Background: an optimization exercise with open tools, aiming at small area, a short achievable clock period and few clock cycles per item. Do not read the settings as production practice. The RTL was checked by simulation tests, not by an equivalence proof against the original design. Power figures rest on the tool's default switching activity, not on a simulated workload.

==> flow/design.v <==
module fc_stream_layer #(
    parameter int unsigned N       = 16,
    parameter int unsigned Q       = 12,
    parameter int unsigned IN_LEN  = 8,
    parameter int unsigned OUT_LEN = 4,
    parameter int unsigned RELU    = 1
) (
    input  logic                clk,
    input  logic                global_rst,
    input  logic                ce,
    input  logic signed [N-1:0] data_in,
    input  logic                valid_in,
    input  logic                end_in,
    output logic                in_ready,
    input  logic                w_we,
    input  logic [7:0]          w_addr,
    input  logic [N-1:0]        w_data,
    output logic signed [N-1:0] data_out,
    output logic                valid_op,
    output logic                end_op,
    output logic                overflow
);
    localparam int unsigned ACC_W = 35;
    localparam logic [ACC_W-1:0] CMASK = 35'h7ffffffff;   
    logic [15:0] wram [36];
    always_ff @(posedge clk) begin
        if (w_we && !global_rst && w_addr < 8'd36)
            wram[w_addr[5:0]] <= w_data;
    end
    logic [7:0]  one, two, neg;
    logic        first_q;    
    logic        last_q;     
    logic [2:0]  cnt;        
    logic        accept, ending;
    logic [2:0]  xb [8];
    assign accept = ce && valid_in && in_ready && !global_rst;
    assign ending = accept && (end_in || cnt == 3'd7);
    always_comb begin
        for (int k = 0; k < 8; k++)
            xb[k] = {data_in[2*k+1], data_in[2*k], (k == 0) ? 1'b0 : data_in[2*k-1]};
    end
    always_ff @(posedge clk) begin
        for (int k = 0; k < 8; k++) begin
            one[k] <= accept & (xb[k][1] ^ xb[k][0]);
            two[k] <= accept & ((xb[k] == 3'b100) | (xb[k] == 3'b011));
            neg[k] <= accept & xb[k][2];
        end
        first_q <= accept && (cnt == 3'd0);
        last_q  <= ending;
        if (global_rst)
            cnt <= '0;
        else if (accept)
            cnt <= ending ? 3'd0 : cnt + 3'd1;
    end
    logic [ACC_W-1:0] acc_s [4];
    logic [ACC_W-1:0] acc_c [4];
    for (genvar j = 0; j < 4; j++) begin : g_mac
        logic [15:0] wt;         
        logic [15:0] bias;
        logic [ACC_W-1:0] si, ci, so, co;
        always_ff @(posedge clk)
            wt <= wram[j * 8 + int'(cnt)];
        assign bias = wram[32 + j];
        assign si = first_q ? {{7{bias[15]}}, bias, 12'd0} : acc_s[j];
        assign ci = first_q ? '0 : (acc_c[j] & CMASK);
        logic [16:0] we;
        assign we = {wt[15], wt};
        logic [16:0] pp0;
        logic [16:0] pp1;
        logic [16:0] pp2;
        logic [16:0] pp3;
        logic [16:0] pp4;
        logic [16:0] pp5;
        logic [16:0] pp6;
        logic [16:0] pp7;
        assign pp0 = ({17{one[0]}} & we | {17{two[0]}} & {we[15:0], 1'b0}) ^ {17{neg[0]}};
        assign pp1 = ({17{one[1]}} & we | {17{two[1]}} & {we[15:0], 1'b0}) ^ {17{neg[1]}};
        assign pp2 = ({17{one[2]}} & we | {17{two[2]}} & {we[15:0], 1'b0}) ^ {17{neg[2]}};
        assign pp3 = ({17{one[3]}} & we | {17{two[3]}} & {we[15:0], 1'b0}) ^ {17{neg[3]}};
        assign pp4 = ({17{one[4]}} & we | {17{two[4]}} & {we[15:0], 1'b0}) ^ {17{neg[4]}};
        assign pp5 = ({17{one[5]}} & we | {17{two[5]}} & {we[15:0], 1'b0}) ^ {17{neg[5]}};
        assign pp6 = ({17{one[6]}} & we | {17{two[6]}} & {we[15:0], 1'b0}) ^ {17{neg[6]}};
        assign pp7 = ({17{one[7]}} & we | {17{two[7]}} & {we[15:0], 1'b0}) ^ {17{neg[7]}};
        logic c2, c4, c6, c8, c10, c12, c14, c16, c18, c20, c22, c24, c26, c28, c30, c32;
        logic c34, c36, c38, c40, c42, c44, c46, c48, c50, c52, c54, c56, c58, c60, c62, c64;
        logic c66, c68, c70, c72, c74, c76, c78, c80, c82, c84, c86, c88, c90, c92, c94, c96;
        logic c98, c100, c102, c104, c106, c108, c110, c112, c114, c116, c118, c120, c122, c124, c126, c128;
        logic c130, c132, c134, c136, c138, c140, c142, c144, c146, c148, c150, c152, c154, c156, c158, c160;
        logic c162, c164, c166, c168, c170, c172, c174, c176, c178, c180, c182, c184, c186, c188, c190, c192;
        logic c194, c196, c198, c200, c202, c204, c206, c208, c210, c212, c214, c216, c218, c220, c222, c224;
        logic c226, c228, c230, c232, c234, c236, c238, c240, c242, c244, c246, c248, c250, c252, c254, c256;
        logic c258, c260, c262, c264, c266, c268, c270, c272, c274, c276, c278, c280, c282, c284, c286, c288;
        logic c290, c292, c294, c296, c298, c300, c302, c304, c306, c308, c310, c312, c314, c316, c318, c320;
        logic c322, c324, c326, c328, c330, c332, c334, c336, c338, c340, c342, c344, c346, c348, c350, c352;
        logic c354, c356, c358, c360, c362, c364, s1, s3, s5, s7, s9, s11, s13, s15, s17, s19;
        logic s21, s23, s25, s27, s29, s31, s33, s35, s37, s39, s41, s43, s45, s47, s49, s51;
        logic s53, s55, s57, s59, s61, s63, s65, s67, s69, s71, s73, s75, s77, s79, s81, s83;
        logic s85, s87, s89, s91, s93, s95, s97, s99, s101, s103, s105, s107, s109, s111, s113, s115;
        logic s117, s119, s121, s123, s125, s127, s129, s131, s133, s135, s137, s139, s141, s143, s145, s147;
        logic s149, s151, s153, s155, s157, s159, s161, s163, s165, s167, s169, s171, s173, s175, s177, s179;
        logic s181, s183, s185, s187, s189, s191, s193, s195, s197, s199, s201, s203, s205, s207, s209, s211;
        logic s213, s215, s217, s219, s221, s223, s225, s227, s229, s231, s233, s235, s237, s239, s241, s243;
        logic s245, s247, s249, s251, s253, s255, s257, s259, s261, s263, s265, s267, s269, s271, s273, s275;
        logic s277, s279, s281, s283, s285, s287, s289, s291, s293, s295, s297, s299, s301, s303, s305, s307;
        logic s309, s311, s313, s315, s317, s319, s321, s323, s325, s327, s329, s331, s333, s335, s337, s339;
        logic s341, s343, s345, s347, s349, s351, s353, s355, s357, s359, s361, s363;
        fc_stream_ha u_s1 (.a(neg[6]), .b(si[12]), .s(s1), .co(c2));
        fc_stream_ha u_s3 (.a(si[13]), .b(ci[13]), .s(s3), .co(c4));
        fc_stream_fa u_s5 (.a(neg[7]), .b(si[14]), .c(ci[14]), .s(s5), .co(c6));
        fc_stream_ha u_s7 (.a(pp0[14]), .b(pp1[12]), .s(s7), .co(c8));
        fc_stream_fa u_s9 (.a(si[15]), .b(ci[15]), .c(pp0[15]), .s(s9), .co(c10));
        fc_stream_ha u_s11 (.a(pp1[13]), .b(pp2[11]), .s(s11), .co(c12));
        assign s13 = ~(si[16] ^ ci[16]);
        assign c14 = si[16] | ci[16];
        fc_stream_fa u_s15 (.a(~pp0[16]), .b(pp1[14]), .c(pp2[12]), .s(s15), .co(c16));
        assign s17 = ~(si[17] ^ ci[17]);
        assign c18 = si[17] | ci[17];
        fc_stream_ha u_s19 (.a(pp1[15]), .b(pp2[13]), .s(s19), .co(c20));
        fc_stream_fa u_s21 (.a(si[18]), .b(ci[18]), .c(~pp1[16]), .s(s21), .co(c22));
        assign s23 = ~si[19];
        assign c24 = si[19];
        fc_stream_ha u_s25 (.a(neg[3]), .b(si[6]), .s(s25), .co(c26));
        fc_stream_ha u_s27 (.a(si[7]), .b(ci[7]), .s(s27), .co(c28));
        fc_stream_fa u_s29 (.a(neg[4]), .b(si[8]), .c(ci[8]), .s(s29), .co(c30));
        fc_stream_ha u_s31 (.a(pp0[8]), .b(pp1[6]), .s(s31), .co(c32));
        fc_stream_fa u_s33 (.a(si[9]), .b(ci[9]), .c(pp0[9]), .s(s33), .co(c34));
        fc_stream_ha u_s35 (.a(pp1[7]), .b(pp2[5]), .s(s35), .co(c36));
        fc_stream_fa u_s37 (.a(neg[5]), .b(si[10]), .c(ci[10]), .s(s37), .co(c38));
        fc_stream_fa u_s39 (.a(pp0[10]), .b(pp1[8]), .c(pp2[6]), .s(s39), .co(c40));
        fc_stream_ha u_s41 (.a(pp3[4]), .b(pp4[2]), .s(s41), .co(c42));
        fc_stream_fa u_s43 (.a(si[11]), .b(ci[11]), .c(pp0[11]), .s(s43), .co(c44));
        fc_stream_fa u_s45 (.a(pp1[9]), .b(pp2[7]), .c(pp3[5]), .s(s45), .co(c46));
        fc_stream_ha u_s47 (.a(pp4[3]), .b(pp5[1]), .s(s47), .co(c48));
        fc_stream_fa u_s49 (.a(ci[12]), .b(s1), .c(pp0[12]), .s(s49), .co(c50));
        fc_stream_fa u_s51 (.a(pp1[10]), .b(pp2[8]), .c(pp3[6]), .s(s51), .co(c52));
        fc_stream_fa u_s53 (.a(pp4[4]), .b(pp5[2]), .c(pp6[0]), .s(s53), .co(c54));
        fc_stream_fa u_s55 (.a(c2), .b(s3), .c(pp0[13]), .s(s55), .co(c56));
        fc_stream_fa u_s57 (.a(pp1[11]), .b(pp2[9]), .c(pp3[7]), .s(s57), .co(c58));
        fc_stream_fa u_s59 (.a(pp4[5]), .b(pp5[3]), .c(pp6[1]), .s(s59), .co(c60));
        fc_stream_fa u_s61 (.a(c4), .b(pp2[10]), .c(pp3[8]), .s(s61), .co(c62));
        fc_stream_fa u_s63 (.a(pp4[6]), .b(pp5[4]), .c(pp6[2]), .s(s63), .co(c64));
        fc_stream_fa u_s65 (.a(pp7[0]), .b(s5), .c(s7), .s(s65), .co(c66));
        fc_stream_fa u_s67 (.a(pp3[9]), .b(pp4[7]), .c(pp5[5]), .s(s67), .co(c68));
        fc_stream_fa u_s69 (.a(pp6[3]), .b(pp7[1]), .c(c6), .s(s69), .co(c70));
        fc_stream_fa u_s71 (.a(c8), .b(s11), .c(s9), .s(s71), .co(c72));
        fc_stream_fa u_s73 (.a(s13), .b(pp3[10]), .c(pp4[8]), .s(s73), .co(c74));
        fc_stream_fa u_s75 (.a(pp5[6]), .b(pp6[4]), .c(pp7[2]), .s(s75), .co(c76));
        fc_stream_fa u_s77 (.a(c12), .b(c10), .c(s15), .s(s77), .co(c78));
        fc_stream_fa u_s79 (.a(c14), .b(s17), .c(pp3[11]), .s(s79), .co(c80));
        fc_stream_fa u_s81 (.a(pp4[9]), .b(pp5[7]), .c(pp6[5]), .s(s81), .co(c82));
        fc_stream_fa u_s83 (.a(pp7[3]), .b(s19), .c(c16), .s(s83), .co(c84));
        fc_stream_fa u_s85 (.a(c18), .b(pp2[14]), .c(pp3[12]), .s(s85), .co(c86));
        fc_stream_fa u_s87 (.a(pp4[10]), .b(pp5[8]), .c(pp6[6]), .s(s87), .co(c88));
        fc_stream_fa u_s89 (.a(pp7[4]), .b(c20), .c(s21), .s(s89), .co(c90));
        fc_stream_fa u_s91 (.a(ci[19]), .b(s23), .c(pp2[15]), .s(s91), .co(c92));
        fc_stream_fa u_s93 (.a(pp3[13]), .b(pp4[11]), .c(pp5[9]), .s(s93), .co(c94));
        fc_stream_fa u_s95 (.a(pp6[7]), .b(pp7[5]), .c(c22), .s(s95), .co(c96));
        fc_stream_fa u_s97 (.a(c24), .b(si[20]), .c(ci[20]), .s(s97), .co(c98));
        fc_stream_fa u_s99 (.a(~pp2[16]), .b(pp3[14]), .c(pp4[12]), .s(s99), .co(c100));
        fc_stream_fa u_s101 (.a(pp5[10]), .b(pp6[8]), .c(pp7[6]), .s(s101), .co(c102));
        assign s103 = ~(si[21] ^ ci[21]);
        assign c104 = si[21] | ci[21];
        fc_stream_fa u_s105 (.a(pp3[15]), .b(pp4[13]), .c(pp5[11]), .s(s105), .co(c106));
        fc_stream_ha u_s107 (.a(pp6[9]), .b(pp7[7]), .s(s107), .co(c108));
        fc_stream_fa u_s109 (.a(si[22]), .b(ci[22]), .c(~pp3[16]), .s(s109), .co(c110));
        fc_stream_fa u_s111 (.a(pp4[14]), .b(pp5[12]), .c(pp6[10]), .s(s111), .co(c112));
        assign s113 = ~(si[23] ^ ci[23]);
        assign c114 = si[23] | ci[23];
        fc_stream_ha u_s115 (.a(pp4[15]), .b(pp5[13]), .s(s115), .co(c116));
        fc_stream_fa u_s117 (.a(si[24]), .b(ci[24]), .c(~pp4[16]), .s(s117), .co(c118));
        assign s119 = ~si[25];
        assign c120 = si[25];
        fc_stream_ha u_s121 (.a(neg[1]), .b(si[2]), .s(s121), .co(c122));
        fc_stream_ha u_s123 (.a(si[3]), .b(ci[3]), .s(s123), .co(c124));
        fc_stream_fa u_s125 (.a(neg[2]), .b(si[4]), .c(ci[4]), .s(s125), .co(c126));
        fc_stream_ha u_s127 (.a(pp0[4]), .b(pp1[2]), .s(s127), .co(c128));
        fc_stream_fa u_s129 (.a(si[5]), .b(ci[5]), .c(pp0[5]), .s(s129), .co(c130));
        fc_stream_ha u_s131 (.a(pp1[3]), .b(pp2[1]), .s(s131), .co(c132));
        fc_stream_fa u_s133 (.a(ci[6]), .b(s25), .c(pp0[6]), .s(s133), .co(c134));
        fc_stream_fa u_s135 (.a(pp1[4]), .b(pp2[2]), .c(pp3[0]), .s(s135), .co(c136));
        fc_stream_fa u_s137 (.a(c26), .b(s27), .c(pp0[7]), .s(s137), .co(c138));
        fc_stream_fa u_s139 (.a(pp1[5]), .b(pp2[3]), .c(pp3[1]), .s(s139), .co(c140));
        fc_stream_fa u_s141 (.a(c28), .b(pp2[4]), .c(pp3[2]), .s(s141), .co(c142));
        fc_stream_fa u_s143 (.a(pp4[0]), .b(s29), .c(s31), .s(s143), .co(c144));
        fc_stream_fa u_s145 (.a(pp3[3]), .b(pp4[1]), .c(c30), .s(s145), .co(c146));
        fc_stream_fa u_s147 (.a(c32), .b(s35), .c(s33), .s(s147), .co(c148));
        fc_stream_fa u_s149 (.a(pp5[0]), .b(s37), .c(c36), .s(s149), .co(c150));
        fc_stream_fa u_s151 (.a(s41), .b(c34), .c(s39), .s(s151), .co(c152));
        fc_stream_fa u_s153 (.a(c38), .b(c42), .c(s47), .s(s153), .co(c154));
        fc_stream_fa u_s155 (.a(c40), .b(s43), .c(s45), .s(s155), .co(c156));
        fc_stream_fa u_s157 (.a(c48), .b(c44), .c(c46), .s(s157), .co(c158));
        fc_stream_fa u_s159 (.a(s49), .b(s51), .c(s53), .s(s159), .co(c160));
        fc_stream_fa u_s161 (.a(c50), .b(c52), .c(c54), .s(s161), .co(c162));
        fc_stream_fa u_s163 (.a(s55), .b(s57), .c(s59), .s(s163), .co(c164));
        fc_stream_fa u_s165 (.a(c56), .b(c58), .c(c60), .s(s165), .co(c166));
        fc_stream_fa u_s167 (.a(s61), .b(s63), .c(s65), .s(s167), .co(c168));
        fc_stream_fa u_s169 (.a(c62), .b(c64), .c(s67), .s(s169), .co(c170));
        fc_stream_fa u_s171 (.a(s69), .b(c66), .c(s71), .s(s171), .co(c172));
        fc_stream_fa u_s173 (.a(c68), .b(c70), .c(s73), .s(s173), .co(c174));
        fc_stream_fa u_s175 (.a(s75), .b(c72), .c(s77), .s(s175), .co(c176));
        fc_stream_fa u_s177 (.a(c74), .b(c76), .c(s79), .s(s177), .co(c178));
        fc_stream_fa u_s179 (.a(s81), .b(s83), .c(c78), .s(s179), .co(c180));
        fc_stream_fa u_s181 (.a(c80), .b(c82), .c(s85), .s(s181), .co(c182));
        fc_stream_fa u_s183 (.a(s87), .b(c84), .c(s89), .s(s183), .co(c184));
        fc_stream_fa u_s185 (.a(c86), .b(c88), .c(s91), .s(s185), .co(c186));
        fc_stream_fa u_s187 (.a(s93), .b(c90), .c(s95), .s(s187), .co(c188));
        fc_stream_fa u_s189 (.a(s97), .b(c92), .c(c94), .s(s189), .co(c190));
        fc_stream_fa u_s191 (.a(s99), .b(s101), .c(c96), .s(s191), .co(c192));
        fc_stream_fa u_s193 (.a(s103), .b(c98), .c(s107), .s(s193), .co(c194));
        fc_stream_fa u_s195 (.a(c100), .b(c102), .c(s105), .s(s195), .co(c196));
        fc_stream_fa u_s197 (.a(c104), .b(pp7[8]), .c(c108), .s(s197), .co(c198));
        fc_stream_fa u_s199 (.a(c106), .b(s109), .c(s111), .s(s199), .co(c200));
        fc_stream_fa u_s201 (.a(s113), .b(pp6[11]), .c(pp7[9]), .s(s201), .co(c202));
        fc_stream_fa u_s203 (.a(s115), .b(c110), .c(c112), .s(s203), .co(c204));
        fc_stream_fa u_s205 (.a(c114), .b(pp5[14]), .c(pp6[12]), .s(s205), .co(c206));
        fc_stream_fa u_s207 (.a(pp7[10]), .b(c116), .c(s117), .s(s207), .co(c208));
        fc_stream_fa u_s209 (.a(ci[25]), .b(s119), .c(pp5[15]), .s(s209), .co(c210));
        fc_stream_fa u_s211 (.a(pp6[13]), .b(pp7[11]), .c(c118), .s(s211), .co(c212));
        fc_stream_fa u_s213 (.a(c120), .b(si[26]), .c(ci[26]), .s(s213), .co(c214));
        fc_stream_fa u_s215 (.a(~pp5[16]), .b(pp6[14]), .c(pp7[12]), .s(s215), .co(c216));
        assign s217 = ~(si[27] ^ ci[27]);
        assign c218 = si[27] | ci[27];
        fc_stream_ha u_s219 (.a(pp6[15]), .b(pp7[13]), .s(s219), .co(c220));
        fc_stream_fa u_s221 (.a(si[28]), .b(ci[28]), .c(~pp6[16]), .s(s221), .co(c222));
        assign s223 = ~si[29];
        assign c224 = si[29];
        fc_stream_ha u_s225 (.a(neg[0]), .b(si[0]), .s(s225), .co(c226));
        fc_stream_ha u_s227 (.a(si[1]), .b(ci[1]), .s(s227), .co(c228));
        fc_stream_fa u_s229 (.a(ci[2]), .b(s121), .c(pp0[2]), .s(s229), .co(c230));
        fc_stream_fa u_s231 (.a(c122), .b(s123), .c(pp0[3]), .s(s231), .co(c232));
        fc_stream_fa u_s233 (.a(c124), .b(pp2[0]), .c(s125), .s(s233), .co(c234));
        fc_stream_fa u_s235 (.a(c126), .b(c128), .c(s131), .s(s235), .co(c236));
        fc_stream_fa u_s237 (.a(c132), .b(c130), .c(s133), .s(s237), .co(c238));
        fc_stream_fa u_s239 (.a(c134), .b(c136), .c(s137), .s(s239), .co(c240));
        fc_stream_fa u_s241 (.a(c138), .b(c140), .c(s141), .s(s241), .co(c242));
        fc_stream_fa u_s243 (.a(c142), .b(s145), .c(c144), .s(s243), .co(c244));
        fc_stream_fa u_s245 (.a(c146), .b(s149), .c(c148), .s(s245), .co(c246));
        fc_stream_fa u_s247 (.a(c150), .b(s153), .c(c152), .s(s247), .co(c248));
        fc_stream_fa u_s249 (.a(c154), .b(c156), .c(s157), .s(s249), .co(c250));
        fc_stream_fa u_s251 (.a(c158), .b(c160), .c(s161), .s(s251), .co(c252));
        fc_stream_fa u_s253 (.a(c162), .b(c164), .c(s165), .s(s253), .co(c254));
        fc_stream_fa u_s255 (.a(c166), .b(s169), .c(c168), .s(s255), .co(c256));
        fc_stream_fa u_s257 (.a(c170), .b(s173), .c(c172), .s(s257), .co(c258));
        fc_stream_fa u_s259 (.a(c174), .b(s177), .c(c176), .s(s259), .co(c260));
        fc_stream_fa u_s261 (.a(c178), .b(s181), .c(c180), .s(s261), .co(c262));
        fc_stream_fa u_s263 (.a(c182), .b(s185), .c(c184), .s(s263), .co(c264));
        fc_stream_fa u_s265 (.a(c186), .b(s189), .c(s191), .s(s265), .co(c266));
        fc_stream_fa u_s267 (.a(s193), .b(c190), .c(s195), .s(s267), .co(c268));
        fc_stream_fa u_s269 (.a(s197), .b(c194), .c(c196), .s(s269), .co(c270));
        fc_stream_fa u_s271 (.a(s201), .b(c198), .c(c200), .s(s271), .co(c272));
        fc_stream_fa u_s273 (.a(c202), .b(s205), .c(c204), .s(s273), .co(c274));
        fc_stream_fa u_s275 (.a(c206), .b(s209), .c(c208), .s(s275), .co(c276));
        fc_stream_fa u_s277 (.a(s213), .b(c210), .c(s215), .s(s277), .co(c278));
        fc_stream_fa u_s279 (.a(s217), .b(c214), .c(s219), .s(s279), .co(c280));
        fc_stream_fa u_s281 (.a(c218), .b(pp7[14]), .c(c220), .s(s281), .co(c282));
        fc_stream_fa u_s283 (.a(ci[29]), .b(s223), .c(pp7[15]), .s(s283), .co(c284));
        fc_stream_fa u_s285 (.a(c224), .b(si[30]), .c(ci[30]), .s(s285), .co(c286));
        assign s287 = ~si[31];
        assign c288 = si[31];
        assign s289 = ~si[32];
        assign c290 = si[32];
        assign s291 = ~si[33];
        assign c292 = si[33];
        assign s293 = ~si[34];
        assign c294 = si[34];
        fc_stream_ha u_s295 (.a(ci[0]), .b(s225), .s(s295), .co(c296));
        fc_stream_fa u_s297 (.a(c226), .b(s227), .c(pp0[1]), .s(s297), .co(c298));
        fc_stream_fa u_s299 (.a(c228), .b(pp1[0]), .c(s229), .s(s299), .co(c300));
        fc_stream_fa u_s301 (.a(pp1[1]), .b(c230), .c(s231), .s(s301), .co(c302));
        fc_stream_fa u_s303 (.a(s127), .b(c232), .c(s233), .s(s303), .co(c304));
        fc_stream_fa u_s305 (.a(s129), .b(c234), .c(s235), .s(s305), .co(c306));
        fc_stream_fa u_s307 (.a(s135), .b(c236), .c(s237), .s(s307), .co(c308));
        fc_stream_fa u_s309 (.a(s139), .b(c238), .c(s239), .s(s309), .co(c310));
        fc_stream_fa u_s311 (.a(s143), .b(c240), .c(s241), .s(s311), .co(c312));
        fc_stream_fa u_s313 (.a(s147), .b(c242), .c(s243), .s(s313), .co(c314));
        fc_stream_fa u_s315 (.a(s151), .b(c244), .c(s245), .s(s315), .co(c316));
        fc_stream_fa u_s317 (.a(s155), .b(c246), .c(s247), .s(s317), .co(c318));
        fc_stream_fa u_s319 (.a(s159), .b(c248), .c(s249), .s(s319), .co(c320));
        fc_stream_fa u_s321 (.a(s163), .b(c250), .c(s251), .s(s321), .co(c322));
        fc_stream_fa u_s323 (.a(s167), .b(c252), .c(s253), .s(s323), .co(c324));
        fc_stream_fa u_s325 (.a(s171), .b(c254), .c(s255), .s(s325), .co(c326));
        fc_stream_fa u_s327 (.a(s175), .b(c256), .c(s257), .s(s327), .co(c328));
        fc_stream_fa u_s329 (.a(s179), .b(c258), .c(s259), .s(s329), .co(c330));
        fc_stream_fa u_s331 (.a(s183), .b(c260), .c(s261), .s(s331), .co(c332));
        fc_stream_fa u_s333 (.a(s187), .b(c262), .c(s263), .s(s333), .co(c334));
        fc_stream_fa u_s335 (.a(c188), .b(c264), .c(s265), .s(s335), .co(c336));
        fc_stream_fa u_s337 (.a(c192), .b(s267), .c(c266), .s(s337), .co(c338));
        fc_stream_fa u_s339 (.a(s199), .b(c268), .c(s269), .s(s339), .co(c340));
        fc_stream_fa u_s341 (.a(s203), .b(c270), .c(s271), .s(s341), .co(c342));
        fc_stream_fa u_s343 (.a(s207), .b(s273), .c(c272), .s(s343), .co(c344));
        fc_stream_fa u_s345 (.a(s211), .b(c274), .c(s275), .s(s345), .co(c346));
        fc_stream_fa u_s347 (.a(c212), .b(s277), .c(c276), .s(s347), .co(c348));
        fc_stream_fa u_s349 (.a(c216), .b(s279), .c(c278), .s(s349), .co(c350));
        fc_stream_fa u_s351 (.a(s221), .b(s281), .c(c280), .s(s351), .co(c352));
        fc_stream_fa u_s353 (.a(c222), .b(s283), .c(c282), .s(s353), .co(c354));
        fc_stream_fa u_s355 (.a(~pp7[16]), .b(s285), .c(c284), .s(s355), .co(c356));
        fc_stream_fa u_s357 (.a(ci[31]), .b(s287), .c(c286), .s(s357), .co(c358));
        fc_stream_fa u_s359 (.a(c288), .b(ci[32]), .c(s289), .s(s359), .co(c360));
        fc_stream_fa u_s361 (.a(c290), .b(ci[33]), .c(s291), .s(s361), .co(c362));
        fc_stream_fa u_s363 (.a(c292), .b(ci[34]), .c(s293), .s(s363), .co(c364));
        assign so[0] = s295;
        assign co[0] = pp0[0];
        assign so[1] = c296;
        assign co[1] = s297;
        assign so[2] = c298;
        assign co[2] = s299;
        assign so[3] = c300;
        assign co[3] = s301;
        assign so[4] = c302;
        assign co[4] = s303;
        assign so[5] = c304;
        assign co[5] = s305;
        assign so[6] = c306;
        assign co[6] = s307;
        assign so[7] = c308;
        assign co[7] = s309;
        assign so[8] = c310;
        assign co[8] = s311;
        assign so[9] = c312;
        assign co[9] = s313;
        assign so[10] = c314;
        assign co[10] = s315;
        assign so[11] = c316;
        assign co[11] = s317;
        assign so[12] = c318;
        assign co[12] = s319;
        assign so[13] = c320;
        assign co[13] = s321;
        assign so[14] = c322;
        assign co[14] = s323;
        assign so[15] = c324;
        assign co[15] = s325;
        assign so[16] = c326;
        assign co[16] = s327;
        assign so[17] = c328;
        assign co[17] = s329;
        assign so[18] = c330;
        assign co[18] = s331;
        assign so[19] = c332;
        assign co[19] = s333;
        assign so[20] = c334;
        assign co[20] = s335;
        assign so[21] = c336;
        assign co[21] = s337;
        assign so[22] = c338;
        assign co[22] = s339;
        assign so[23] = c340;
        assign co[23] = s341;
        assign so[24] = c342;
        assign co[24] = s343;
        assign so[25] = c344;
        assign co[25] = s345;
        assign so[26] = c346;
        assign co[26] = s347;
        assign so[27] = c348;
        assign co[27] = s349;
        assign so[28] = c350;
        assign co[28] = s351;
        assign so[29] = c352;
        assign co[29] = s353;
        assign so[30] = c354;
        assign co[30] = s355;
        assign so[31] = c356;
        assign co[31] = s357;
        assign so[32] = c358;
        assign co[32] = s359;
        assign so[33] = c360;
        assign co[33] = s361;
        assign so[34] = c362;
        assign co[34] = s363;
        always_ff @(posedge clk) begin
            acc_s[j] <= so;
            acc_c[j] <= co;
        end
    end
    logic [14:0] res [4];
    for (genvar j = 0; j < 4; j++) begin : g_res
        logic [ACC_W-1:0] full;
        assign full = acc_s[j] + (acc_c[j] & CMASK);
        assign res[j] = full[34] ? 15'd0 : (|full[33:27]) ? 15'h7fff : full[26:12];
    end
    logic        pend;       
    logic [2:0]  bcnt;       
    logic [14:0] ob0;        
    logic [14:0] ob1, ob2, ob3;
    logic        xfer, deliver;
    logic        pend_next;
    logic [2:0]  bcnt_next;
    assign xfer    = pend && (bcnt == 3'd0);
    assign deliver = ce && (bcnt != 3'd0);
    always_comb begin
        pend_next = last_q || (pend && !xfer);
        if (xfer)
            bcnt_next = ce ? 3'd3 : 3'd4;
        else if (deliver)
            bcnt_next = bcnt - 3'd1;
        else
            bcnt_next = bcnt;
    end
    always_ff @(posedge clk) begin
        if (xfer) begin
            ob0 <= res[0];
            ob1 <= res[1];
            ob2 <= res[2];
            ob3 <= res[3];
        end else if (deliver && bcnt != 3'd4) begin
            ob0 <= ob1;
            ob1 <= ob2;
            ob2 <= ob3;
        end
        end_op <= !xfer && (bcnt == 3'd1);
    end
    always_ff @(posedge clk) begin
        if (global_rst) begin
            pend     <= 1'b0;
            bcnt     <= '0;
            valid_op <= 1'b0;
            overflow <= 1'b0;
            in_ready <= 1'b1;
        end else begin
            pend     <= pend_next;
            bcnt     <= bcnt_next;
            valid_op <= ce && (xfer || bcnt != 3'd0);
            if (ce && valid_in && !in_ready)
                overflow <= 1'b1;
            in_ready <= !((pend_next || ending) && (bcnt_next != 3'd0))
                     && !(ending && pend_next);
        end
    end
    assign data_out = {1'b0, ob0};
endmodule
module fc_stream_fa (
    input  logic a, b, c,
    output logic s, co
);
    assign s  = a ^ b ^ c;
    assign co = (a & b) | (a & c) | (b & c);
endmodule
module fc_stream_ha (
    input  logic a, b,
    output logic s, co
);
    assign s  = a ^ b;
    assign co = a & b;
endmodule
==> flow/flow/run.sh <==
#!/bin/bash
# The standard layout, with ORFS's setup repair aiming well below the 12 ns
# clock (the constraints themselves are unchanged): SETUP_SLACK_MARGIN asks
# repair_timing for that much spare slack on every path.
set -euo pipefail
export SETUP_SLACK_MARGIN=8.4
bash standard.sh > standard.log 2>&1
==> flow/standard.sh <==
#!/bin/bash
# synth_recipe.tcl (not shown) runs the flow's synth.tcl, then flattens the netlist and writes it again
# the make line also repeats each setting of config.mk as NAME=value (left out here)
make -C /OpenROAD-flow-scripts/flow DESIGN_CONFIG=/design/flow/config.mk WORK_HOME=/design/flow/orfs CLKGATE_MAP_FILE= SYNTH_SCRIPT=/design/flow/synth_recipe.tcl "${@:-finish}"
==> flow/config.mk <==
export PLATFORM = sky130hd
export DESIGN_NAME = fc_stream_layer
export DESIGN_NICKNAME = fc_stream_layer
export VERILOG_FILES = /design/flow/design.v
export SDC_FILE = /design/flow/constraint.sdc
export NUM_CORES = 4
export LEC_CHECK = 0
export CAP_MARGIN = 20
export CORE_MARGIN = 2
export CORE_UTILIZATION = 55
export CTS_CLUSTER_DIAMETER = 80
export CTS_CLUSTER_SIZE = 30
export PLACE_DENSITY = 0.65
export SLEW_MARGIN = 20
export SYNTH_HIERARCHICAL = 1
export SYNTH_MINIMUM_KEEP_SIZE = 0
==> flow/constraint.sdc <==
create_clock -name core_clock -period 12.0 [get_ports {clk}]
set_input_delay 2.4000 -clock core_clock [delete_from_list [all_inputs] [get_ports {clk}]]
set_output_delay 2.4000 -clock core_clock [all_outputs]
set_load 0.01 [all_outputs]
==> results.txt, run 1 <==
- STA classifies the critical path startpoint as a register.
- Power density over the cells: 200 nW/um^2
- Number of antenna violations at the first check in global routing: 6
- Summed over all layers, the global routing overflow is 0.
* Kind of critical path: reg -> out
* Remaining DRCs: 0
* Data arrival time of the critical path: 1.36 ns
- The first TritonRoute pass finished after 6 iterations.
- After synthesis, the cell types taking the most area are sky130_fd_sc_hd__edfxtp_1 30%, sky130_fd_sc_hd__fa_1 19%, sky130_fd_sc_hd__dfxtp_1 12%, sky130_fd_sc_hd__xnor2_1 7.8%, sky130_fd_sc_hd__a22oi_1 5.7%.
- At the end of the flow the core is filled with cells to 60.9%.
- The longest clock path from root to sink contains 3 buffers.
- Die X: 345 um
- Highest-count cells in the layout ignoring fill and taps: 636 x sky130_fd_sc_hd__edfxtp_1, 589 x sky130_fd_sc_hd__fa_1, 569 x sky130_fd_sc_hd__xnor2_1
- Top achievable clock speed: 266 MHz
- Layout cell share with drive strength beyond 1: 15.2%
* Instance count on the critical path: 1
* Worst Setup End Kind: primary output
* Data required, critical path: 9.60 ns
- In the routed layout, each cell is associated on average with a via count of 6.48.
* Number of global-route vias before repair: 41900
- Across the routed clock network, the largest skew measured is 0.0397 ns.
* Max-slew headroom at the worst pin: 22.5%
- Outcome: finished clean
* Row Count: 125
* CTS tree: built
- Top flip-flop cell by instance count after synthesis: sky130_fd_sc_hd__edfxtp_1
- For this block, the routed nets add up to 190000 um of wire.
- At the end of routability-driven placement, the weighted congestion stood at 0.892.
- Counting instances, the worst hold path has a depth of 2.
- Worst path cell trace: buf_2
- The share of synthesized area in the top cell type comes to 29.9%.
- Hold crit path type: reg -> reg
- Detailed-placement wirelength estimate: 117000 um
- Count of endpoints failing setup in the final report: 0
- Global routing consumed, on the met2 layer, 47.9% of the routing resources.
- Across the run, the number of max-cap violations was 0.
* Count of clock tree sinks: 1017
- Synthesized netlist net count: 5783
- H-tree levels: 2
- Gate count after technology mapping: 4885
- Worst ir drop on vdd: 0.134 mV
- Full die area: 119000 um^2
- Most common cell after layout, fill and taps aside: sky130_fd_sc_hd__edfxtp_1
* GR Layer Usage met3: 6.95%
- Crit-path slowest cell: sky130_fd_sc_hd__edfxtp_1
- For this run, global-route usage on met1 was measured as 47.1%.
- Along the worst path, the maximum fanout reaches 1.
- The hold violation total from the final report was 0.
- Count of flip-flops with a built-in enable after synthesis: 636
* Dominant cell type by area after synthesis: sky130_fd_sc_hd__edfxtp_1
- Number of buffers added by the clock tree synthesis step: 58
- Largest stage delay on the critical path: 0.46 ns
* Post-synthesis sequential area ratio: 41.8%
* Cell area after synthesis: 63900 um^2
- After synthesis, the share of flip-flops with an asynchronous set or reset is 0%.
* Buffer and inverter count on the worst path: 1
- Entering global routing, the biggest net connects 69 pins.
- The worst path uses 31.3% of the clock period.
* Busiest layer in global routing: met2
- The floorplan step set the die height to 345 um.
- 66 I/O pins were placed.
- From synthesis to final layout, the design area changed by 10.3%.
* Initial DRC Count: 4862
- The analysis attributes to cell leakage a power of 0.0256 uW.
* Layout net count: 5671
- The first global-routing pass estimated 280000 um of wire.
- In the global route stage, overall resource usage came out at 32.0%.
- Final Critical Period: 3.76 ns
* Tightest Pin Transition: 1.16 ns
- Port Buf Inserts: 64
- Clock latency on the worst-skew pair, taken at its later pin, is 0.72 ns.
- Setup TNS Final: 0 ns
* Syn. warnings: 11
- Wire length per cell: 29.9 um
- The number of pins with negative max-slew slack in the final report was 0.
- In this run the clock root is driven by a sky130_fd_sc_hd__clkbuf_16.
- RSZ-0062 raised after global routing: true
* Number of vias in the routed layout: 41100
* Remaining antenna violation count after routing: 0
* Starting Density: 55.2%
- Clock-pin slew on the worst setup and hold paths: 0.11 ns
- A synthesized cell averages 13.1 um^2.
* Number of synthesized register bits: 1017
- Counting cells, the worst reg-to-reg path comes to 13.
- The region available for standard cell placement spans 116000 um^2.
- Broken down by cell family, the worst path's largest delay share belongs to flip-flops.
- In this run, distinct cell masters in the synthesized netlist total 95.
- After clock tree synthesis, the flow added hold-fix buffers numbering 0.
==> sequential cells by signal (all words and copies together), names as in the netlist <==
| signal | count |
|---|---|
| acc_c | 140 |
| acc_s | 140 |
| bcnt | 3 |
| cnt | 3 |
| end_op | 1 |
| first_q | 1 |
| g_mac.wt | 64 |
| in_ready | 1 |
| last_q | 1 |
| neg | 8 |
| ob0 | 15 |
| ob1 | 15 |
| ob2 | 15 |
| ob3 | 15 |
| one | 8 |
| overflow | 1 |
| pend | 1 |
| two | 8 |
| valid_op | 1 |
| wram | 576 |
==> path summary, 6_finish.rpt <==
| path | end | slack [ns] | start |
|---|---|---|---|
| worst max-delay path | data_out[10] | 8.24 | ob0[10] |
| worst min-delay path | pend | 0.47 | last_q |
| worst max register to register | ob2[2] | 8.42 | acc_s[2][2] |
| worst min register to register | pend | 0.47 | last_q |
==> cell usage after synthesis, drive strengths merged (4+ instances only) <==
cell and count:
nor4b 4, o211ai 11, and4 5, or3 10, and2 17, a221oi 9
o21ai 100, o221a 16, a211oi 14, nand2 152, nor2 131, a22oi 481
nand4 26, mux2i 35, o31ai 8, o221ai 4, nand3b 7, a221o 15
buf 70, clkbuf 350, fa 596, nand3 24, a21o 47, nor2b 178
a31oi 11, a21boi 4, edfxtp 636, nand2b 7, o22ai 5, a311oi 4
a32oi 17, nor3b 16, mux4 128, dfxtp 381, o21bai 14, a211o 5
a21oi 151, inv 109, mux2 100, and3 13, o21a 20, ha 256
xor2 55, xnor2 569, nor3 31
==> per-module statistics from Yosys, one instance, submodules excluded <==
module           cells inside  flops+latches
fc_stream_ha                1              0
fc_stream_layer          4205           1017
fc_stream_fa                1              0
==> layer usage <==
layer	wire (um)	up-vias
met3	19900	331
met4	6760	2
met1	79800	21200
li1	-	17400
met5	13	-
met2	83600	2287
==> logic make-up after synthesis <==
| kind of cell | synth area share (%) |
|---|---|
| AO/OA/AOI/OAI | 10.7 |
| XOR/XNOR | 8.55 |
| adder cells (fa/ha/maj) | 23.7 |
| buffers and inverters | 3.18 |
| flip-flops | 41.8 |
| multiplexers | 6.82 |
| other | 0.00587 |
| AND/OR/NAND/NOR | 5.20 |
==> area by class of cell <==
class	instances	area (um^2)
antenna	1	2.50
clock buffer	74	1560
clock inverter	35	573
fill	8969	45300
inverter	111	424
multi-input combinational	3338	35800
sequential	1017	26900
tap	1524	1910
timing repair buffer	247	3390
==> power by group <==
part	internal, uW	switching, uW	leakage, uW
clock network	1030	1390	0.00102
registers	4330	390	0.00893
logic	2990	3960	0.0156
==> stage by stage <==
step                      power (uW)  hold slack [ns]  worst slack [ns]  std cells  area [um^2]
after floorplan                 9620            0.435              7.86       4885        64100
after global routing           15200            0.503              8.20       6346        70500
after CTS                      14000            0.483              8.18       6309        69700
final                          14100            0.474              8.24       6347        70500
after detailed placement       11500            0.463              6.36       6099        65400
after global placement         11300            0.457              6.42       6099        65300
==> repair_timing <==
| item | CTS | global route |
|---|---|---|
| setup endpoints to repair | 824 | 368 |
| gates cloned | 9 | 8 |
| endpoints found under the hold margin | 0 | 0 |
| resized for setup | 266 | 96 |
| pin swaps | 45 | 15 |
| setup buffers | 92 | 29 |
Testbench counts, summed over its fixed seeds: cycles 8,232, frames 1,024.
==> run 2: changes to the inputs <==
--- a/flow/design.v
+++ b/flow/design.v
@@ -373,25 +373,326 @@
             acc_c[j] <= co;
         end
     end
-    logic [14:0] res [4];
+    logic [16:0] res [4];
     for (genvar j = 0; j < 4; j++) begin : g_res
-        logic [ACC_W-1:0] full;
-        assign full = acc_s[j] + (acc_c[j] & CMASK);
-        assign res[j] = full[34] ? 15'd0 : (|full[33:27]) ? 15'h7fff : full[26:12];
+        logic [ACC_W-1:0] ra, rb, full;
+        assign ra = acc_s[j];
+        assign rb = acc_c[j] & CMASK;
+        logic k1, k2, k3, k4, k5, k6, k7, k8, k9, k10, k11, k12, k13, k14, k15, k16, k17, k18, k19, k20;
+        logic k21, k22, k23, k24, k25, k26, k27, k28, k29, k30, k31, k32, k33, k34, k35, k36, k37, k38, k39, k40;
+        logic k41, k42, k43, k44, k45, k46, k47, k48, k49, k50, k51, k52, k53, k54, k55, k56, k57, k58, k59, k60;
+        logic k61, k62, k63, k64, k65, k66, k67, k68, k69, k70, k71, k72, k73, k74, k75, k76, k77, k78, k79, k80;
+        logic k81, k82, k83, k84, k85, k86, k87, k88, k89, k90, k91, k92, k93, k94, k95, k96, k97, k98, k99, k100;
+        logic k101, k102, k103, k104, k105, k106, k107, k108, k109, k110, k111, k112, k113, k114, k115, k116, k117, k118, k119, k120;
+        logic k121, k122, k123, k124, k125, k126, k127, k128, k129, k130, k131, k132, k133, k134, k135, k136, k137, k138, k139, k140;
+        logic k141, k142, k143, k144, k145, k146, k147, k148, k149, k150, k151, k152, k153, k154, k155, k156, k157, k158, k159, k160;
+        logic k161, k162, k163, k164, k165, k166, k167, k168, k169, k170, k171, k172, k173, k174, k175, k176, k177, k178, k179, k180;
+        logic k181, k182, k183, k184, k185, k186, k187, k188, k189, k190, k191, k192, k193, k194, k195, k196, k197, k198, k199, k200;
+        logic k201, k202, k203, k204, k205, k206, k207, k208, k209, k210, k211, k212, k213, k214, k215, k216, k217, k218, k219, k220;
+        logic k221, k222, k223, k224, k225, k226, k227, k228, k229, k230, k231, k232, k233, k234, k235, k236, k237, k238, k239, k240;
+        logic k241, k242, k243, k244, k245, k246, k247, k248, k249, k250, k251, k252, k253, k254, k255, k256, k257, k258, k259, k260;
+        logic k261, k262, k263, k264, k265, k266, k267, k268, k269, k270, k271, k272, k273, k274, k275, k276, k277, k278, k279, k280;
+        logic k281;
+        assign k1 = ra[0] & rb[0];
+        assign k2 = ra[0] ^ rb[0];
+        assign k3 = ra[1] & rb[1];
+        assign k4 = ra[1] ^ rb[1];
+        assign k5 = ra[2] & rb[2];
+        assign k6 = ra[2] ^ rb[2];
+        assign k7 = ra[3] & rb[3];
+        assign k8 = ra[3] ^ rb[3];
+        assign k9 = ra[4] & rb[4];
+        assign k10 = ra[4] ^ rb[4];
+        assign k11 = ra[5] & rb[5];
+        assign k12 = ra[5] ^ rb[5];
+        assign k13 = ra[6] & rb[6];
+        assign k14 = ra[6] ^ rb[6];
+        assign k15 = ra[7] & rb[7];
+        assign k16 = ra[7] ^ rb[7];
+        assign k17 = ra[8] & rb[8];
+        assign k18 = ra[8] ^ rb[8];
+        assign k19 = ra[9] & rb[9];
+        assign k20 = ra[9] ^ rb[9];
+        assign k21 = ra[10] & rb[10];
+        assign k22 = ra[10] ^ rb[10];
+        assign k23 = ra[11] & rb[11];
+        assign k24 = ra[11] ^ rb[11];
+        assign k25 = ra[12] & rb[12];
+        assign k26 = ra[12] ^ rb[12];
+        assign k27 = ra[13] & rb[13];
+        assign k28 = ra[13] ^ rb[13];
+        assign k29 = ra[14] & rb[14];
+        assign k30 = ra[14] ^ rb[14];
+        assign k31 = ra[15] & rb[15];
+        assign k32 = ra[15] ^ rb[15];
+        assign k33 = ra[16] & rb[16];
+        assign k34 = ra[16] ^ rb[16];
+        assign k35 = ra[17] & rb[17];
+        assign k36 = ra[17] ^ rb[17];
+        assign k37 = ra[18] & rb[18];
+        assign k38 = ra[18] ^ rb[18];
+        assign k39 = ra[19] & rb[19];
+        assign k40 = ra[19] ^ rb[19];
+        assign k41 = ra[20] & rb[20];
+        assign k42 = ra[20] ^ rb[20];
+        assign k43 = ra[21] & rb[21];
+        assign k44 = ra[21] ^ rb[21];
+        assign k45 = ra[22] & rb[22];
+        assign k46 = ra[22] ^ rb[22];
+        assign k47 = ra[23] & rb[23];
+        assign k48 = ra[23] ^ rb[23];
+        assign k49 = ra[24] & rb[24];
+        assign k50 = ra[24] ^ rb[24];
+        assign k51 = ra[25] & rb[25];
+        assign k52 = ra[25] ^ rb[25];
+        assign k53 = ra[26] & rb[26];
+        assign k54 = ra[26] ^ rb[26];
+        assign k55 = ra[27] & rb[27];
+        assign k56 = ra[27] ^ rb[27];
+        assign k57 = ra[28] & rb[28];
+        assign k58 = ra[28] ^ rb[28];
+        assign k59 = ra[29] & rb[29];
+        assign k60 = ra[29] ^ rb[29];
+        assign k61 = ra[30] & rb[30];
+        assign k62 = ra[30] ^ rb[30];
+        assign k63 = ra[31] & rb[31];
+        assign k64 = ra[31] ^ rb[31];
+        assign k65 = ra[32] & rb[32];
+        assign k66 = ra[32] ^ rb[32];
+        assign k67 = ra[33] & rb[33];
+        assign k68 = ra[33] ^ rb[33];
+        assign k69 = ra[34] & rb[34];
+        assign k70 = ra[34] ^ rb[34];
+        assign k71 = k3 | (k4 & k1);
+        assign k72 = k4 & k2;
+        assign k73 = k7 | (k8 & k5);
+        assign k74 = k8 & k6;
+        assign k75 = k11 | (k12 & k9);
+        assign k76 = k12 & k10;
+        assign k77 = k15 | (k16 & k13);
+        assign k78 = k16 & k14;
+        assign k79 = k19 | (k20 & k17);
+        assign k80 = k20 & k18;
+        assign k81 = k23 | (k24 & k21);
+        assign k82 = k24 & k22;
+        assign k83 = k27 | (k28 & k25);
+        assign k84 = k28 & k26;
+        assign k85 = k31 | (k32 & k29);
+        assign k86 = k32 & k30;
+        assign k87 = k35 | (k36 & k33);
+        assign k88 = k36 & k34;
+        assign k89 = k39 | (k40 & k37);
+        assign k90 = k40 & k38;
+        assign k91 = k43 | (k44 & k41);
+        assign k92 = k44 & k42;
+        assign k93 = k47 | (k48 & k45);
+        assign k94 = k48 & k46;
+        assign k95 = k51 | (k52 & k49);
+        assign k96 = k52 & k50;
+        assign k97 = k55 | (k56 & k53);
+        assign k98 = k56 & k54;
+        assign k99 = k59 | (k60 & k57);
+        assign k100 = k60 & k58;
+        assign k101 = k63 | (k64 & k61);
+        assign k102 = k64 & k62;
+        assign k103 = k67 | (k68 & k65);
+        assign k104 = k68 & k66;
+        assign k105 = k73 | (k74 & k71);
+        assign k106 = k74 & k72;
+        assign k107 = k75 | (k76 & k73);
+        assign k108 = k76 & k74;
+        assign k109 = k77 | (k78 & k75);
+        assign k110 = k78 & k76;
+        assign k111 = k79 | (k80 & k77);
+        assign k112 = k80 & k78;
+        assign k113 = k81 | (k82 & k79);
+        assign k114 = k82 & k80;
+        assign k115 = k83 | (k84 & k81);
+        assign k116 = k84 & k82;
+        assign k117 = k85 | (k86 & k83);
+        assign k118 = k86 & k84;
+        assign k119 = k87 | (k88 & k85);
+        assign k120 = k88 & k86;
+        assign k121 = k89 | (k90 & k87);
+        assign k122 = k90 & k88;
+        assign k123 = k91 | (k92 & k89);
+        assign k124 = k92 & k90;
+        assign k125 = k93 | (k94 & k91);
+        assign k126 = k94 & k92;
+        assign k127 = k95 | (k96 & k93);
+        assign k128 = k96 & k94;
+        assign k129 = k97 | (k98 & k95);
+        assign k130 = k98 & k96;
+        assign k131 = k99 | (k100 & k97);
+        assign k132 = k100 & k98;
+        assign k133 = k101 | (k102 & k99);
+        assign k134 = k102 & k100;
+        assign k135 = k103 | (k104 & k101);
+        assign k136 = k104 & k102;
+        assign k137 = k107 | (k108 & k71);
+        assign k138 = k108 & k72;
+        assign k139 = k109 | (k110 & k105);
+        assign k140 = k110 & k106;
+        assign k141 = k111 | (k112 & k107);
+        assign k142 = k112 & k108;
+        assign k143 = k113 | (k114 & k109);
+        assign k144 = k114 & k110;
+        assign k145 = k115 | (k116 & k111);
+        assign k146 = k116 & k112;
+        assign k147 = k117 | (k118 & k113);
+        assign k148 = k118 & k114;
+        assign k149 = k119 | (k120 & k115);
+        assign k150 = k120 & k116;
+        assign k151 = k121 | (k122 & k117);
+        assign k152 = k122 & k118;
+        assign k153 = k123 | (k124 & k119);
+        assign k154 = k124 & k120;
+        assign k155 = k125 | (k126 & k121);
+        assign k156 = k126 & k122;
+        assign k157 = k127 | (k128 & k123);
+        assign k158 = k128 & k124;
+        assign k159 = k129 | (k130 & k125);
+        assign k160 = k130 & k126;
+        assign k161 = k131 | (k132 & k127);
+        assign k162 = k132 & k128;
+        assign k163 = k133 | (k134 & k129);
+        assign k164 = k134 & k130;
+        assign k165 = k135 | (k136 & k131);
+        assign k166 = k136 & k132;
+        assign k167 = k141 | (k142 & k71);
+        assign k168 = k142 & k72;
+        assign k169 = k143 | (k144 & k105);
+        assign k170 = k144 & k106;
+        assign k171 = k145 | (k146 & k137);
+        assign k172 = k146 & k138;
+        assign k173 = k147 | (k148 & k139);
+        assign k174 = k148 & k140;
+        assign k175 = k149 | (k150 & k141);
+        assign k176 = k150 & k142;
+        assign k177 = k151 | (k152 & k143);
+        assign k178 = k152 & k144;
+        assign k179 = k153 | (k154 & k145);
+        assign k180 = k154 & k146;
+        assign k181 = k155 | (k156 & k147);
+        assign k182 = k156 & k148;
+        assign k183 = k157 | (k158 & k149);
+        assign k184 = k158 & k150;
+        assign k185 = k159 | (k160 & k151);
+        assign k186 = k160 & k152;
+        assign k187 = k161 | (k162 & k153);
+        assign k188 = k162 & k154;
+        assign k189 = k163 | (k164 & k155);
+        assign k190 = k164 & k156;
+        assign k191 = k165 | (k166 & k157);
+        assign k192 = k166 & k158;
+        assign k193 = k175 | (k176 & k71);
+        assign k194 = k176 & k72;
+        assign k195 = k177 | (k178 & k105);
+        assign k196 = k178 & k106;
+        assign k197 = k179 | (k180 & k137);
+        assign k198 = k180 & k138;
+        assign k199 = k181 | (k182 & k139);
+        assign k200 = k182 & k140;
+        assign k201 = k183 | (k184 & k167);
+        assign k202 = k184 & k168;
+        assign k203 = k185 | (k186 & k169);
+        assign k204 = k186 & k170;
+        assign k205 = k187 | (k188 & k171);
+        assign k206 = k188 & k172;
+        assign k207 = k189 | (k190 & k173);
+        assign k208 = k190 & k174;
+        assign k209 = k191 | (k192 & k175);
+        assign k210 = k192 & k176;
+        assign k211 = k209 | (k210 & k71);
+        assign k212 = k210 & k72;
+        assign k213 = k5 | (k6 & k71);
+        assign k214 = k6 & k72;
+        assign k215 = k9 | (k10 & k105);
+        assign k216 = k10 & k106;
+        assign k217 = k13 | (k14 & k137);
+        assign k218 = k14 & k138;
+        assign k219 = k17 | (k18 & k139);
+        assign k220 = k18 & k140;
+        assign k221 = k21 | (k22 & k167);
+        assign k222 = k22 & k168;
+        assign k223 = k25 | (k26 & k169);
+        assign k224 = k26 & k170;
+        assign k225 = k29 | (k30 & k171);
+        assign k226 = k30 & k172;
+        assign k227 = k33 | (k34 & k173);
+        assign k228 = k34 & k174;
+        assign k229 = k37 | (k38 & k193);
+        assign k230 = k38 & k194;
+        assign k231 = k41 | (k42 & k195);
+        assign k232 = k42 & k196;
+        assign k233 = k45 | (k46 & k197);
+        assign k234 = k46 & k198;
+        assign k235 = k49 | (k50 & k199);
+        assign k236 = k50 & k200;
+        assign k237 = k53 | (k54 & k201);
+        assign k238 = k54 & k202;
+        assign k239 = k57 | (k58 & k203);
+        assign k240 = k58 & k204;
+        assign k241 = k61 | (k62 & k205);
+        assign k242 = k62 & k206;
+        assign k243 = k65 | (k66 & k207);
+        assign k244 = k66 & k208;
+        assign k245 = k69 | (k70 & k211);
+        assign k246 = k70 & k212;
+        assign k247 = k2 ^ 1'b0;
+        assign k248 = k4 ^ k1;
+        assign k249 = k6 ^ k71;
+        assign k250 = k8 ^ k213;
+        assign k251 = k10 ^ k105;
+        assign k252 = k12 ^ k215;
+        assign k253 = k14 ^ k137;
+        assign k254 = k16 ^ k217;
+        assign k255 = k18 ^ k139;
+        assign k256 = k20 ^ k219;
+        assign k257 = k22 ^ k167;
+        assign k258 = k24 ^ k221;
+        assign k259 = k26 ^ k169;
+        assign k260 = k28 ^ k223;
+        assign k261 = k30 ^ k171;
+        assign k262 = k32 ^ k225;
+        assign k263 = k34 ^ k173;
+        assign k264 = k36 ^ k227;
+        assign k265 = k38 ^ k193;
+        assign k266 = k40 ^ k229;
+        assign k267 = k42 ^ k195;
+        assign k268 = k44 ^ k231;
+        assign k269 = k46 ^ k197;
+        assign k270 = k48 ^ k233;
+        assign k271 = k50 ^ k199;
+        assign k272 = k52 ^ k235;
+        assign k273 = k54 ^ k201;
+        assign k274 = k56 ^ k237;
+        assign k275 = k58 ^ k203;
+        assign k276 = k60 ^ k239;
+        assign k277 = k62 ^ k205;
+        assign k278 = k64 ^ k241;
+        assign k279 = k66 ^ k207;
+        assign k280 = k68 ^ k243;
+        assign k281 = k70 ^ k211;
+        assign full = {k281, k280, k279, k278, k277, k276, k275, k274, k273, k272, k271, k270, k269, k268, k267, k266, k265, k264, k263, k262, k261, k260, k259, k258, k257, k256, k255, k254, k253, k252, k251, k250, k249, k248, k247};
+        assign res[j] = {full[34], |full[33:27], full[26:12]};
     end
     logic        pend;       
     logic [2:0]  bcnt;       
-    logic [14:0] ob0;        
-    logic [14:0] ob1, ob2, ob3;
+    logic [1:0]  rd;         
+    logic [16:0] q [4];
+    logic [16:0] head;
+    logic [14:0] dout;
     logic        xfer, deliver;
     logic        pend_next;
     logic [2:0]  bcnt_next;
     assign xfer    = pend && (bcnt == 3'd0);
+    assign head    = q[rd];
     assign deliver = ce && (bcnt != 3'd0);
     always_comb begin
         pend_next = last_q || (pend && !xfer);
         if (xfer)
-            bcnt_next = ce ? 3'd3 : 3'd4;
+            bcnt_next = 3'd4;
         else if (deliver)
             bcnt_next = bcnt - 3'd1;
         else
@@ -399,16 +700,15 @@
     end
     always_ff @(posedge clk) begin
         if (xfer) begin
-            ob0 <= res[0];
-            ob1 <= res[1];
-            ob2 <= res[2];
-            ob3 <= res[3];
-        end else if (deliver && bcnt != 3'd4) begin
-            ob0 <= ob1;
-            ob1 <= ob2;
-            ob2 <= ob3;
+            for (int j = 0; j < 4; j++)
+                q[j] <= res[j];
         end
-        end_op <= !xfer && (bcnt == 3'd1);
+        dout   <= head[16] ? 15'd0 : head[15] ? 15'h7fff : head[14:0];
+        end_op <= (bcnt == 3'd1);
+        if (xfer)
+            rd <= 2'd0;
+        else if (deliver)
+            rd <= rd + 2'd1;
     end
     always_ff @(posedge clk) begin
         if (global_rst) begin
@@ -420,14 +720,14 @@
         end else begin
             pend     <= pend_next;
             bcnt     <= bcnt_next;
-            valid_op <= ce && (xfer || bcnt != 3'd0);
+            valid_op <= deliver;
             if (ce && valid_in && !in_ready)
                 overflow <= 1'b1;
             in_ready <= !((pend_next || ending) && (bcnt_next != 3'd0))
                      && !(ending && pend_next);
         end
     end
-    assign data_out = {1'b0, ob0};
+    assign data_out = {1'b0, dout};
 endmodule
 module fc_stream_fa (
     input  logic a, b, c,
==> run 2 against run 1 <==
Compared with the run above: die area down 1.5%; register-to-register slack about the same; sequential cell count up 25; clock skew up 0.0079 ns; sequential share of layout area up 1.7 points; via count down 7.0%; fmax up 3.7%; utilization down 0.27 points; global-route usage down 1.6 points; final cell count down 4.0%; hold slack better by 0.0062 ns; final area down 2.0%.
==> results.txt, run 2 <==
- Outcome: finished clean (unchanged).
- The total via count in the routed design was 38200 (was 41100).
- The category of the worst setup path launch point was an input port (was register).
* Number of max-cap violations: 0 (unchanged)
- Crit. Startpoint: w_addr[5] (was ob0[10])
* Top flip-flop cell by instance count after synthesis: sky130_fd_sc_hd__edfxtp_1 (unchanged)
* Final Critical Period: 3.63 ns (was 3.76 ns)
- The number of design-rule violations left by the first detailed-router iteration was 3984 (was 4862).
- The count of mapped cells out of synthesis came to 4636 (was 4885).
- The beginning of the worst hold path is bcnt[2] (was last_q).
- The maximum clock insertion buffer count is 3 (unchanged).
- Synthesized netlist net count: 5582 (was 5783)
* Ratio of routed vias to standard cells: 6.28 (was 6.48)
- Most common library cells after synthesis: 644 x sky130_fd_sc_hd__edfxtp_1, 640 x sky130_fd_sc_hd__fa_1, 551 x sky130_fd_sc_hd__xnor2_1 (was 636 x sky130_fd_sc_hd__edfxtp_1, 596 x sky130_fd_sc_hd__fa_1, 569 x sky130_fd_sc_hd__xnor2_1)
- Highest-count cells in the layout ignoring fill and taps: 644 x sky130_fd_sc_hd__edfxtp_1, 640 x sky130_fd_sc_hd__fa_1, 551 x sky130_fd_sc_hd__xnor2_1 (was 636 x sky130_fd_sc_hd__edfxtp_1, 589 x sky130_fd_sc_hd__fa_1, 569 x sky130_fd_sc_hd__xnor2_1)
* Post-synth cell types: 68 (was 95)
* Layout filler cell count: 8843 (was 8969)
* Dominant cell type by area after synthesis: sky130_fd_sc_hd__edfxtp_1 (unchanged)
* Data arrival time of the critical path: 4.04 ns (was 1.36 ns)
- The buffer cell driving the clock tree root is sky130_fd_sc_hd__clkbuf_16 (unchanged).
- Count of endpoints failing setup in the final report: 0 (unchanged)
- Count of clock tree sinks: 1042 (was 1017)
- The relative slew slack was 22.9% (was 22.5%).
* Setup TNS Final: 0 ns (unchanged)
- The core area is 114000 um^2 (was 116000 um^2).
- The die extent in x is 342 um (was 345 um).
* Data required, critical path: 12.41 ns (was 9.60 ns)
* Top achievable clock speed: 276 MHz (was 266 MHz)
- The number of buffers created by CTS came to 55 (was 58).
* Layout cell share with drive strength beyond 1: 14.5% (was 15.2%)
- The die footprint is 117000 um^2 (was 119000 um^2).
- Most common cell after layout, fill and taps aside: sky130_fd_sc_hd__edfxtp_1 (unchanged)
* Hold Fails Final Rpt: 0 (unchanged)
- The measured slew at the worst slew-check pin came to 1.16 ns (about the same).
* Async SR Flop Fraction: 0% (unchanged)
- Biggest fanout along the worst timing path: 16 (was 1)
- The maximum number of pins on one net before global-route repair came to 77 (was 69).
- Remaining DRCs: 0 (unchanged)
- Skew-Pair Late Insertion Delay: 0.71 ns (was 0.72 ns)
* Total gr overflow: 0 (unchanged)
* Synth area leaders: sky130_fd_sc_hd__edfxtp_1 31%, sky130_fd_sc_hd__fa_1 20%, sky130_fd_sc_hd__dfxtp_1 13%, sky130_fd_sc_hd__xnor2_1 7.7%, sky130_fd_sc_hd__a22oi_1 5.7% (was sky130_fd_sc_hd__edfxtp_1 30%, sky130_fd_sc_hd__fa_1 19%, sky130_fd_sc_hd__dfxtp_1 12%, sky130_fd_sc_hd__xnor2_1 7.8%, sky130_fd_sc_hd__a22oi_1 5.7%)
- Final count of pins violating max slew: 0 (unchanged)
- The routed length per placed instance was 29.1 um (was 29.9 um).
- Total Power Consumption: 13900 uW (was 14100 uW)
* H-tree levels: 2 (unchanged)
- The number of flip-flops and latches in the synthesized netlist is 1042 (was 1017).
- Power density over the cells: 201 nW/um^2 (was 200 nW/um^2)
* Post-synthesis sequential area ratio: 43.4% (was 41.8%)
- The type of the tightest min-delay check is reg -> reg (unchanged).
- The height of the chip came to 342 um (was 345 um).
* Utilization after layout: 60.6% (was 60.9%)
* Kind of critical path: in -> reg (was reg -> out)
- Worst Setup End Kind: register (was primary output)
- The number of synthesized flops with an enable pin is 644 (was 636).
- Synth top area share: 30.7% (was 29.9%)
* Area Growth Syn to Fin: 9.68% (was 10.3%)
* Period utilisation layout: 30.2% (was 31.3%)
- The synthesized area was 62900 um^2 (was 63900 um^2).
- The number of global-route vias before repair was 39800 (was 41900).
- Average size of a mapped cell: 13.6 um^2 (was 13.1 um^2)
- Leakage component of the power: 0.0253 uW (was 0.0256 uW)
- CTS tree: built (unchanged)
* Detailed-placement wirelength estimate: 107000 um (was 117000 um)
- First drt pass iteration count: 8 (was 6)
- Starting Density: 55.3% (was 55.2%)
- Count of pins on the block boundary: 66 (unchanged)
- The net count of the finished layout was 5476 (was 5671).
- Final wirelength: 178000 um (was 190000 um)
- The most repeated cell in the gate-level netlist after synthesis is sky130_fd_sc_hd__edfxtp_1 (unchanged).
* Routability-driven placement congestion ratio: 0.862 (was 0.892)
- Syn. warnings: 12 (was 11)
* Worst ir drop on vdd: 0.143 mV (was 0.134 mV)
* Wire length of the first global-routing pass: 263000 um (was 280000 um)
- The initial antenna violation count is 8 (was 6).
* Cts hold-fix bufs: 0 (unchanged)
- The worst flop-to-flop path startpoint is g_mac[3].wt[8] (was acc_s[2][2]).
- The all-layer global routing usage is 30.5% (was 32.0%).
- Row Count: 124 (was 125)
* Remaining antenna violation count after routing: 0 (unchanged)
* Final setup skew: 0.0476 ns (was 0.0397 ns)
- RSZ-0062 raised after global routing: true (unchanged).
- Max reg flops: 576 (unchanged)
- Port Buf Inserts: 64 (unchanged)
- Clock-pin slew on the worst setup and hold paths: 0.10 ns (was 0.11 ns)
==> run 2: cell count changes after synthesis, sizes merged, moves of 20 or more <==
| cell | delta |
|---|---|
| a21oi | -55 |
| clkbuf | -29 |
| fa | +44 |
| inv | +55 |
| nor2 | -28 |
| nor2b | -20 |
==> run 2: area by class of cell <==
| type | instances | area, um^2 | share of cell area (%) |
|---|---|---|---|
| Antenna cell | 4 | 10.0 | 0.0145 |
| Clock buffer | 69 | 1450 | 2.10 |
| Clock inverter | 35 | 482 | 0.698 |
| Inverter | 165 | 636 | 0.921 |
| Multi-Input combinational cell | 3031 | 34100 | 49.4 |
| Sequential cell | 1042 | 27500 | 39.8 |
| Tap cell | 1512 | 1890 | 2.74 |
| Timing Repair Buffer | 235 | 3010 | 4.37 |
==> run 2: kinds of logic (layout without fill, tap and decap cells) <==
kind of cell,after synthesis,in the layout,share of synthesized area (%)
simple gates,489,489,3.89
buf+inv,563,504,3.40
fa+ha+maj,900,900,25.5
flops,1042,1042,43.4
mux,245,245,6.61
xor+xnor,597,597,8.31
compound gates,799,799,8.90
other cells,1,5,0.00596
==> run 2: Yosys stat by module (local to each module, per instance) <==
module           flip-flops and latches  cell area [um^2]
fc_stream_ha                          0              12.5
fc_stream_fa                          0              20.0
fc_stream_layer                    1042             50000
==> run 2: path summary, 6_finish.rpt <==
check | to | slack [ns] | depth (start not counted)
worst min-delay path | end_op | 0.48 | 1
worst max-delay path | wram[0][2] | 8.37 | 5
worst max register to register | acc_c[3][19] | 8.41 | 6
worst min register to register | end_op | 0.48 | 1
==> run 2: routing by layer <==
| layer | GRT usage [%] | vias up | routed length, um |
|---|---|---|---|
| met4 | 11.4 | 0 | 7680 |
| met1 | 43.0 | 19800 | 72900 |
| met5 | 0 | - | 0 |
| met3 | 5.41 | 344 | 15500 |
| met2 | 47.6 | 1927 | 81600 |
| li1 | - | 16200 | - |
==> run 2: stage by stage <==
step | hold WS (ns) | setup slack (ns) | std cells | cell area, um^2
2_1_floorplan | 0.428 | 7.87 | 4636 | 63400
3_3_place_gp | 0.445 | 6.38 | 5867 | 64800
5_1_grt | 0.508 | 8.33 | 6089 | 69000
6_report | 0.480 | 8.37 | 6093 | 69000
4_1_cts | 0.469 | 8.36 | 6058 | 68400
3_5_place_dp | 0.457 | 6.38 | 5867 | 64800
==> run 2: repair_timing <==
action | 4_1_cts | 5_1_grt
pin swaps | 41 | 24
endpoints found under the setup margin | 788 | 417
cloned | 8 | 5
setup buffers | 79 | 26
hold endpoints to repair | 0 | 0
gates resized for setup | 227 | 79
==> run 2: power breakdown <==
group	leakage [uW]	total, uW	internal, uW	switching [uW]
clock network	0.000922	2280	943	1340
logic	0.0153	6560	2920	3650
registers	0.00913	5040	4550	494
total	0.0253	13900	8410	5480
==> run 2: critical path, cell delays in order <==
cell                            delay (ns)
sky130_fd_sc_hd__dlygate4sd2_1        0.34
sky130_fd_sc_hd__or3_4                0.46
sky130_fd_sc_hd__or3b_4               0.47
sky130_fd_sc_hd__nor3_4               0.18
sky130_fd_sc_hd__buf_12               0.19
Testbench counts of run 2, summed over its fixed seeds: cycles 8,240, frames 1,024.

-- re-timing with driven ports --
In the flow no input, the clock included, has a driving cell. The finished layouts below were timed again as built, in two steps.
Step 1, drivers: a clkbuf_16 drives clk and a buf_2 each remaining input, both assumed.
Step 2, shift: input delay + t, output delay - t, t = (earliest + latest rising clock arrival at the registers) / 2. This alone moves slack from input paths to output paths.
Slacks: ideal / step 1 / step 2; pairs: ideal / step 1.
| run | t (ns) | slack for setup (ns) | cell pins on the clock port's net |
|---|---|---|---|
| run 1 | 0.780 | 8.240 / 8.161 / 7.655 | 1 |
| run 2 | 0.769 | 8.374 / 8.339 / 7.650 | 1 |
After both steps every run listed still meets setup and hold. For run 2, which loses most, drivers alone change the setup slack by -0.035 ns; drivers and shift together by -0.724 ns.
